This is an optimization exercise on Yosys and OpenROAD, whose aim is small area, not a production implementation.
In this exercise RTL edits were held to simulation tests only and were not proved equivalent to the original.
Power is estimated from default activity; no workload was simulated.

== PW ==
Design mips_multicycle_core, start of the top module:
module mips_multicycle_core #(
  parameter int                    ADDR_WIDTH = 32,
  parameter logic [ADDR_WIDTH-1:0] RESET_PC   = '0,
  parameter int                    NUM_REGS   = 32
) (
  input  logic                  clk,
  input  logic                  rst,
  output logic                  mem_req,
  output logic                  mem_we,
  output logic [ADDR_WIDTH-1:0] mem_addr,
  output logic [31:0]           mem_wdata,
  input  logic [31:0]           mem_rdata,
  input  logic                  mem_ready,
  output logic                  halted
);
Size: roughly 2,000 cells after synthesis, ~100 I/O pins, about 29,000 um^2 of cells after synthesis.
==> flow/config.mk <==
export PLATFORM = sky130hd
export DESIGN_NAME = mips_multicycle_core
export DESIGN_NICKNAME = mips_multicycle_core
export VERILOG_FILES = /design/flow/design.v
export SDC_FILE = /design/flow/constraint.sdc
export NUM_CORES = 4
export LEC_CHECK = 0
export CAP_MARGIN = 20
export CORE_MARGIN = 2
export CORE_UTILIZATION = 66
export SLEW_MARGIN = 20
==> flow/constraint.sdc <==
create_clock -name core_clock -period 10.0 [get_ports {clk}]
set_input_delay 2.0000 -clock core_clock [delete_from_list [all_inputs] [get_ports {clk}]]
set_output_delay 2.0000 -clock core_clock [all_outputs]
set_load 0.01 [all_outputs]
standard.sh (not shown) runs the stock make flow with config.mk's settings and CLKGATE_MAP_FILE= SYNTH_SCRIPT=/design/flow/synth_recipe.tcl, a recipe that flattens the netlist after the stock synthesis.
==> flow/flow/run.sh <==
#!/bin/bash
# Own flow: the standard layout (standard.sh: ORFS synthesis to final
# layout) with these changes, all in how the layout is built:
#  - synthesis is the standard flow's synthesis script (synth_recipe.tcl) unchanged, except
#    that its ABC technology-mapping call runs flow/abc.script, an
#    area-oriented script, instead of ORFS's abc_speed.script. Registers are
#    mapped before ABC, so they are the standard synthesis's registers;
#  - ports are buffered with sky130_fd_sc_hd__buf_1 instead of the default
#    buffer cell (every input and output still gets its own buffer);
#  - clock tree synthesis uses clkbuf_8 with sink clusters of up to 16
#    flip-flops within 60 um, and no dummy loads.
# The tools' full output goes to standard.log in this folder.
set -euo pipefail
W=$PWD
export BUFFER_PORTS_ARGS="-buffer_cell sky130_fd_sc_hd__buf_1"
export CTS_ARGS="-sink_clustering_enable -repair_clock_nets -dont_use_dummy_load -buf_list sky130_fd_sc_hd__clkbuf_8 -sink_clustering_size 16 -sink_clustering_max_diameter 60"
{
  cat <<EOT
proc abc {args} {
  set i [lsearch -exact \$args -script]
  if { \$i >= 0 } {
    set args [lreplace \$args [expr {\$i + 1}] [expr {\$i + 1}] $W/flow/abc.script]
  }
  yosys abc {*}\$args
}
EOT
  cat synth_recipe.tcl
} > my_synth.tcl
sed "s#SYNTH_SCRIPT=[^ ]*#SYNTH_SCRIPT=$W/my_synth.tcl#" standard.sh > my_standard.sh
grep -q "SYNTH_SCRIPT=$W/my_synth.tcl" my_standard.sh
bash my_standard.sh > standard.log 2>&1
==> flow/flow/abc.script <==
strash
ifraig
dc2
&get -n
&synch2
&nf
&put
topo
stime -c
dnsize -c
Setup changes, PW to TR
-- flow/design.v --
<<< PW, line 76
  assign w_wr      = ((r_state == S_WRITE) && w_at_rd) || w_clr;
  assign w_wlast   = (r_state == S_WRITE) && (w_at_rd || (w_rd == 5'd0));
  assign w_fetch   = (r_state == S_FETCH) || w_wlast || (w_clr && (r_p == 5'd31));
  assign w_head_in = w_wr ? w_alu : w_hz;
  logic        w_use_imm, w_sub, w_lt, w_bzero, w_inc;
>>> TR, line 76
  assign w_wr      = ((r_state == S_WRITE) && w_at_rd) || w_clr;
  assign w_wlast   = (r_state == S_WRITE) && (w_at_rd || (w_rd == 5'd0));
  assign w_fetch   = (r_state == S_FETCH) || w_wlast;
  assign w_head_in = w_wr ? w_alu : w_hz;
  logic        w_use_imm, w_sub, w_lt, w_bzero, w_inc;
<<< PW, line 135
      end else begin
        case (r_state)
          S_CLR: ;
          S_READ: begin
            if (w_j)
>>> TR, line 135
      end else begin
        case (r_state)
          S_CLR: if (r_p == 5'd31) r_state <= S_FETCH;
          S_READ: begin
            if (w_j)
<<< PW, line 174
  always_ff @(posedge clk) begin
    if (w_fetch || w_clr) begin
      r_x     <= w_fetch ? {r_pc, 2'b11} : 32'd0;
      r_y     <= 32'd0;
      r_gs    <= 1'b0;
>>> TR, line 174
  always_ff @(posedge clk) begin
    if (w_fetch || w_clr) begin
      r_x     <= w_clr ? 32'd0 : {r_pc, 2'b11};
      r_y     <= 32'd0;
      r_gs    <= 1'b0;
<<< PW, line 206
  assign mem_addr  = {r_pc, 2'b00};
  assign mem_wdata = r_y;
  assign halted    = (r_state == S_HALT) ||
                     ((r_state == S_ADDR) && w_mem && (w_sum[1:0] != 2'b00));
endmodule
>>> TR, line 206
  assign mem_addr  = {r_pc, 2'b00};
  assign mem_wdata = r_y;
  assign halted    = (r_state == S_HALT);
endmodule
==> run notes <==
Of the two values seen for library cell contributing the largest single delay on the critical path, dfrtp_1 was produced by TR and nand3_1 by PW.
Against PW, TR comes in 0.30 ns higher on minimum clock period.
Compared to PW, TR has global-route wire length before repair 3.6 mm higher.
For multi-input gate share of total cell area, TR and PW come out practically identical.
Diff PW -> TR: number of cells on the worst reg-to-reg path -1, total design power -0.65 mW, final cell area excluding filler cells -120 um^2, horizontal extent of the die ~0 delta.
Vias after detailed routing essentially unchanged between PW and TR.
Critical path depth, PW and TR: larger value in PW
When the final numbers for PW and TR were put side by side, the clock latency on the worst-skew pair turned out to be smaller in PW.
Compared with PW, in TR die area did not really move; number of antenna violations at the first check in global routing went up; number of clock-tree buffers in the layout went down.

port drivers added, routing unchanged:
No port has a modelled driver above. Below, the same layouts with a new extraction and two added sets of constraints. Step 1 assumes that a clkbuf_16 drives the clock port and a buf_2 every other input. Step 2 times the ports against the registers' clock, not the clock port: input delays grow and output delays shrink by t, the midpoint of the rising clock arrivals with the driver on. a / b / c = ideal ports / drivers / drivers and shift; a / b = the first two.
| run | t, ns | slack for setup (ns) | clock arrival spread, ns | worst register clock-pin slew, ns |
|---|---|---|---|---|
| PW | 0.702 | 1.534 / 1.534 / 1.534 | 0.059 / 0.059 | 0.11 / 0.11 |
| TR | 0.722 | 1.237 / 1.237 / 1.237 | 0.079 / 0.079 | 0.10 / 0.10 |
After both steps setup and hold are still met in every run listed.
